Background: an optimization exercise with open tools, aiming at small area and few clock cycles per item. Do not read the settings as production practice. Only simulation tests tie the RTL to the original design; equivalence was not proved. The clock port is modelled as an ideal driver; clocking choices that lean on that would not hold on a real chip. Power and IR-drop figures of this design are not reliable: the tool's default activity estimate is inflated in some of its runs.

==> v33 <==
Design dot_prod_top, start of the top module:
module dot_prod_top #(
   parameter int sample_w = dot_pkg::sample_w,
   parameter int prod_w   = dot_pkg::prod_w,
   parameter int sum_w    = dot_pkg::sum_w,
   parameter int out_w    = dot_pkg::out_w,
   parameter int dot_len  = dot_pkg::dot_len
) (
   input  logic                       clk,
   input  logic                       rst_n_i,
   input  logic                       req_i,
   input  logic signed [sample_w-1:0] xi_i,
   input  logic signed [sample_w-1:0] xq_i,
   input  logic signed [sample_w-1:0] yi_i,
   input  logic signed [sample_w-1:0] yq_i,
   input  logic                       res_ack_i,
   output logic                       ack_o,
   output logic                       res_req_o,
   output logic signed [out_w-1:0]    res_i_o,
   output logic signed [out_w-1:0]    res_q_o
);
==> module dot_prod_top, before the edit <==
module dot_prod_top #(
   parameter int sample_w = dot_pkg::sample_w,
   parameter int prod_w   = dot_pkg::prod_w,
   parameter int sum_w    = dot_pkg::sum_w,
   parameter int out_w    = dot_pkg::out_w,
   parameter int dot_len  = dot_pkg::dot_len
) (
   input  logic                       clk,
   input  logic                       rst_n_i,
   input  logic                       req_i,
   input  logic signed [sample_w-1:0] xi_i,
   input  logic signed [sample_w-1:0] xq_i,
   input  logic signed [sample_w-1:0] yi_i,
   input  logic signed [sample_w-1:0] yq_i,
   input  logic                       res_ack_i,
   output logic                       ack_o,
   output logic                       res_req_o,
   output logic signed [out_w-1:0]    res_i_o,
   output logic signed [out_w-1:0]    res_q_o
);
   localparam int acc_w = 2 * sample_w + 3;        
   localparam int shift = sum_w - out_w;           
   localparam int res_w = acc_w - shift;           
   localparam logic [acc_w-1:0] acc_init = 27'd78307328;
   logic req_s1, req_s2;
   logic ack_s1, ack_s2;
   logic [sample_w-1:0] r0, r1, r2, r3;
   logic [1:0] kph;       
   logic       a_is_i;    
   logic       pend;      
   logic [1:0] mcnt;      
   logic [2:0] bcnt;      
   logic       res_full;  
   logic       act;       
   logic       clr;       
   logic       sub;       
   logic       cap, last_step, blk_done;
   logic       ack_n, pend_n, res_full_n, res_req_n, acc_free_n;
   logic       act_n, clr_n, sub_n;
   logic [1:0] mcnt_n, kph_n;
   logic [2:0] bcnt_n;
   localparam int n_cut = 2;
   logic [acc_w-1:0] acc_a, acc_b, base, sum, res_b;
   logic [n_cut-1:0] cry_b, cout;
   always_ff @(posedge clk or negedge rst_n_i) begin
      if (!rst_n_i) begin
         req_s1 <= 1'b0;
         req_s2 <= 1'b0;
         ack_s1 <= 1'b0;
         ack_s2 <= 1'b0;
      end else begin
         req_s1 <= req_i;
         req_s2 <= req_s1;
         ack_s1 <= res_ack_i;
         ack_s2 <= ack_s1;
      end
   end
   assign last_step = act && (mcnt == 2'd3);
   assign blk_done  = last_step && (bcnt == 3'(dot_len - 1));
   assign cap       = req_s2 && !ack_o && (!pend || last_step) && !a_is_i;
   always_comb begin
      ack_n      = cap || (ack_o && req_s2);
      pend_n     = cap || (pend && !last_step);
      mcnt_n     = act ? mcnt + 2'd1 : mcnt;
      bcnt_n     = !last_step ? bcnt : blk_done ? 3'd0 : bcnt + 3'd1;
      res_full_n = blk_done || (res_full && !(res_req_o && ack_s2));
      res_req_n  = res_req_o ? !ack_s2 : ((res_full || blk_done) && !ack_s2);
      kph_n      = cap ? 2'd0 : kph + 2'd1;
      acc_free_n = !res_full_n || (res_req_n && ack_s1);
      act_n      = pend_n && (mcnt_n != 2'd0 || bcnt_n != 3'd0 || acc_free_n);
      clr_n      = act_n && (bcnt_n == 3'd0) && (mcnt_n < 2'd2);
      sub_n      = act_n && (kph_n == 2'd2);
   end
   always_ff @(posedge clk or negedge rst_n_i) begin
      if (!rst_n_i) begin
         ack_o     <= 1'b0;
         pend      <= 1'b0;
         mcnt      <= 2'd0;
         bcnt      <= 3'd0;
         res_full  <= 1'b0;
         res_req_o <= 1'b0;
         a_is_i    <= 1'b0;
         kph       <= 2'd0;
         act       <= 1'b0;
         clr       <= 1'b0;
         sub       <= 1'b0;
      end else begin
         ack_o     <= ack_n;
         pend      <= pend_n;
         mcnt      <= mcnt_n;
         bcnt      <= bcnt_n;
         res_full  <= res_full_n;
         res_req_o <= res_req_n;
         a_is_i    <= !a_is_i;
         kph       <= kph_n;
         act       <= act_n;
         clr       <= clr_n;
         sub       <= sub_n;
      end
   end
   always_ff @(posedge clk) begin
      if (cap) begin
         r0 <= xi_i;
         r1 <= yi_i;
         r2 <= xq_i;
         r3 <= yq_i;
      end else begin
         r0 <= r1;
         r1 <= r2;
         r2 <= r3;
         r3 <= r0;
      end
   end
   assign base = clr ? acc_init : acc_a;
   cpx_multiply u_mac (
      .x    (r0),
      .y    (r1),
      .act  (act),
      .sub  (sub),
      .base (base),
      .co   (cout),
      .sum  (sum)
   );
   cpx_settle u_set (
      .b (acc_b),
      .c (cry_b),
      .r (res_b)
   );
   always_ff @(posedge clk) begin
      acc_a <= res_b;
      acc_b <= sum;
      cry_b <= cout;
   end
   logic [acc_w-1:0] si, sq;
   assign si = a_is_i ? acc_a : res_b;
   assign sq = a_is_i ? res_b : acc_a;
   assign res_i_o = {{(out_w-res_w){si[acc_w-1]}}, si[acc_w-1:shift]};
   assign res_q_o = {{(out_w-res_w){sq[acc_w-1]}}, sq[acc_w-1:shift]};
endmodule
export LEC_CHECK = 0
export CAP_MARGIN = 20
export CORE_MARGIN = 2
export CORE_UTILIZATION = 60
export PLACE_DENSITY = 0.75
export SLEW_MARGIN = 20
create_clock -name core_clock -period 8.0 [get_ports {clk}]
standard.sh (not shown) runs the stock make flow with config.mk's settings and CLKGATE_MAP_FILE= SYNTH_SCRIPT=/design/flow/synth_recipe.tcl, a recipe that flattens the netlist after the stock synthesis.
==> flow/flow/run.sh <==
#!/bin/bash
# Layout flow: the standard flow (standard.sh) with three changes that
# only affect cell choice, not the design or its constraints:
#  - ABC maps the synthesized logic with an area-oriented script
#    (flow/abc_area_nf.script) instead of the speed script; synthesis is
#    otherwise synth_recipe.tcl unchanged (same passes, flatten, renames);
#  - the port buffers that ORFS inserts are sky130_fd_sc_hd__buf_1;
#  - clock_tree_synthesis gets the arguments in flow/cts_args (small clock
#    buffers, no dummy loads).
# make's output goes to standard.log here; each tool's full log is under
# orfs/logs.
set -euo pipefail
here=$(pwd)
{
  printf 'proc abc {args} {\n'
  printf '  set i [lsearch -exact $args -script]\n'
  printf '  if {$i >= 0} { lset args [expr {$i + 1}] %s/flow/abc_area_nf.script }\n' "$here"
  printf '  yosys abc {*}$args\n'
  printf '}\n'
  cat synth_recipe.tcl
} > my_synth.tcl
sed "s#SYNTH_SCRIPT=[^ ]*#SYNTH_SCRIPT=$here/my_synth.tcl#" standard.sh > my_standard.sh
grep -q "SYNTH_SCRIPT=$here/my_synth.tcl" my_standard.sh
# optional extra arguments for yosys synth (flow/synth_args), e.g. -noabc
# to leave the fine-grained logic to extract_fa and the final ABC run.
if [[ -s flow/synth_args ]]; then export SYNTH_ARGS="$(cat flow/synth_args)"; fi
export BUFFER_PORTS_ARGS="-buffer_cell sky130_fd_sc_hd__buf_1"
export CTS_ARGS="$(cat flow/cts_args)"
bash my_standard.sh > standard.log 2>&1
==> flow/flow/abc_area_nf.script <==
strash
dch -f
amap
topo
stime -c
==> flow/flow/cts_args <==
-sink_clustering_enable -repair_clock_nets -dont_use_dummy_load -buf_list {sky130_fd_sc_hd__clkbuf_4} -sink_clustering_size 10 -sink_clustering_max_diameter 60 -sink_clustering_levels 1
==> flow/flow/synth_args <==
-noabc
==> inputs of v9, as changes to v33 <==
==> flow/flow/abc_area_nf.script (replaced) <==
&get -n
&st
&dch
&nf -a
&put
topo
stime -c
CORE_UTILIZATION = 40   (was 60)
PLACE_DENSITY = unset   (was 0.75)
==> inputs of v15, as changes to v33 <==
--- a/flow/design.v
+++ b/flow/design.v
@@ -557,3 +557,3 @@
    logic [sample_w-1:0] r0, r1, r2, r3;
-   logic [1:0] kph;       
+   logic       kph1;
    logic       a_is_i;    
@@ -569,3 +569,4 @@
    logic       act_n, clr_n, sub_n;
-   logic [1:0] mcnt_n, kph_n;
+   logic [1:0] mcnt_n;
+   logic       kph1_n;
    logic [2:0] bcnt_n;
@@ -597,3 +598,3 @@
       res_req_n  = res_req_o ? !ack_s2 : ((res_full || blk_done) && !ack_s2);
-      kph_n      = cap ? 2'd0 : kph + 2'd1;
+      kph1_n     = cap ? 1'b0 : (kph1 ^ !a_is_i);
       acc_free_n = !res_full_n || (res_req_n && ack_s1);
@@ -601,3 +602,3 @@
       clr_n      = act_n && (bcnt_n == 3'd0) && (mcnt_n < 2'd2);
-      sub_n      = act_n && (kph_n == 2'd2);
+      sub_n      = act_n && kph1_n && !a_is_i;     
    end
@@ -612,3 +613,3 @@
          a_is_i    <= 1'b0;
-         kph       <= 2'd0;
+         kph1      <= 1'b0;
          act       <= 1'b0;
@@ -624,3 +625,3 @@
          a_is_i    <= !a_is_i;
-         kph       <= kph_n;
+         kph1      <= kph1_n;
          act       <= act_n;
--- a/flow/flow/run.sh
+++ b/flow/flow/run.sh
@@ -8,3 +8,5 @@
 #  - clock_tree_synthesis gets the arguments in flow/cts_args (small clock
-#    buffers, no dummy loads).
+#    buffers, no dummy loads); after CTS, flow/fix_clock_leaves.tcl turns
+#    leaf clock buffers whose flip-flops would see a high slew into
+#    clkbuf_8 (log: fix_clock_leaves.log).
 # make's output goes to standard.log here; each tool's full log is under
@@ -28,2 +30,5 @@
 export CTS_ARGS="$(cat flow/cts_args)"
+bash my_standard.sh cts > standard_cts.log 2>&1
+RES_DIR=$here/orfs/results/sky130hd/dot_prod_top/base \
+  openroad -no_init -exit flow/fix_clock_leaves.tcl > fix_clock_leaves.log 2>&1
 bash my_standard.sh > standard.log 2>&1
==> flow/flow/fix_clock_leaves.tcl (new file) <==
set platform $::env(FLOW_HOME)/platforms/sky130hd
set res $::env(RES_DIR)
read_lef $platform/lef/sky130_fd_sc_hd.tlef
read_lef $platform/lef/sky130_fd_sc_hd_merged.lef
read_liberty $platform/lib/sky130_fd_sc_hd__tt_025C_1v80.lib
read_db $res/4_cts.odb
read_sdc $res/4_cts.sdc
source $platform/setRC.tcl
estimate_parasitics -placement
set n_up 0
foreach inst [get_cells -filter "ref_name==sky130_fd_sc_hd__clkbuf_4"] {
  set net [get_nets -of_objects [get_pins -of_objects $inst -filter "direction==output"]]
  set worst 0.0
  set n_flop 0
  foreach p [get_pins -of_objects $net -filter "direction==input"] {
    if {[string match "*/CLK" [get_full_name $p]]} { incr n_flop }
    set s [get_property $p slew_max]
    if {$s > $worst} { set worst $s }
  }
  # slew_max is in the library's time unit (ns)
  puts "clock buffer [get_full_name $inst]: $n_flop flops, worst slew $worst"
  if {$n_flop > 0 && $worst > 0.100} {
    replace_cell $inst sky130_fd_sc_hd__clkbuf_8
    incr n_up
    puts "  -> sky130_fd_sc_hd__clkbuf_8"
  }
}
puts "upsized $n_up clock buffers"
if {$n_up > 0} {
  detailed_placement
  check_placement -verbose
}
write_db $res/4_cts.odb
CORE_UTILIZATION = 70   (was 60)
PLACE_DENSITY = 0.85   (was 0.75)
==> summary.txt <==
Part of the power in combinational logic: v9 0.848; v33 0.839; v15 0.846
Largest stage delay, worst path: v9 0.52 ns; v33 0.76 ns; v15 0.56 ns
Area Growth Syn to Fin: v9 11.9%; v33 10.9%; v15 10.7%
Placeable core area: v9 18800 µm²; v33 12000 µm²; v15 10300 µm²
Average wire per standard cell: v9 16.2 µm; v33 17.4 µm; v15 19.3 µm
Wire length of the first global-routing pass: v9 27200 µm; v33 28300 µm; v15 31300 µm
PnR worst setup slack: v9 0.821 ns; v33 0.615 ns; v15 0.373 ns
Met2 capacity usage during global routing: v9 0.260; v33 0.431; v15 0.598
Final Critical Period: v9 7.18 ns; v33 7.39 ns; v15 7.63 ns
Flip-flop and latch count: v9 123; v33 123; v15 122
Placer congestion estimate: v9 0.838; v33 0.911; v15 0.919
Fraction of area in registers: v9 0.297; v33 0.313; v15 0.311
Die footprint: v9 20400 µm²; v33 13200 µm²; v15 11300 µm²
Pre-CTS WS: v9 0.748 ns; v33 0.661 ns; v15 0.460 ns
Combined area of all synthesized cells: v9 7700 µm²; v33 7380 µm²; v15 7350 µm²
Max-slew headroom: v9 0.343; v33 0.353; v15 0.371
Status: v9 complete, no violations; v33 complete, no violations; v15 complete, no violations
Core occupancy in the finished layout: v9 0.458; v33 0.681; v15 0.792
GR Util All Layers: v9 0.173; v33 0.280; v15 0.366
Startpoint of the tightest hold check path: v9 acc_b[2]; v33 acc_b[5]; v15 acc_b[3]
Worst Max-Slew Pin Slew: v9 0.985 ns; v33 0.964 ns; v15 0.943 ns
Multi-input combinational area share: v9 0.582; v33 0.565; v15 0.566
Required time of the critical path: v9 8.39 ns; v33 8.41 ns; v15 8.43 ns
Testbench counts of v33, summed over its fixed seeds: cycles 9,612, results 320.
Testbench counts of v9, summed over its fixed seeds: cycles 9,612, results 320.
Testbench counts of v15, summed over its fixed seeds: cycles 9,612, results 320.

-- static timing again, ports no longer ideal --
Ports are ideal in the flow. The routed layouts listed here were re-timed in OpenROAD. Step 1 (the two cells are an assumption about what drives the block):
set clk [get_ports {clk}]
set_driving_cell -lib_cell sky130_fd_sc_hd__clkbuf_16 $clk
set_driving_cell -lib_cell sky130_fd_sc_hd__buf_2 [delete_from_list [all_inputs] $clk]
Step 2 also shifts input and output timing later by t, the mid clock arrival at the registers, as if the neighbouring blocks saw the same clock. Slacks: ideal / step 1 / step 2; pairs: ideal / step 1.
| run | shift t [ns] | slack for setup (ns) | worst slew at a driven data input, ns |
|---|---|---|---|
| v33 | 0.568 | 0.615 / 0.615 / 0.615 | 0.04 |
| v9 | 0.545 | 0.821 / 0.821 / 0.821 | 0.04 |
| v15 | 0.578 | 0.373 / 0.373 / 0.373 | 0.05 |
After both steps setup and hold are still met in every run listed.
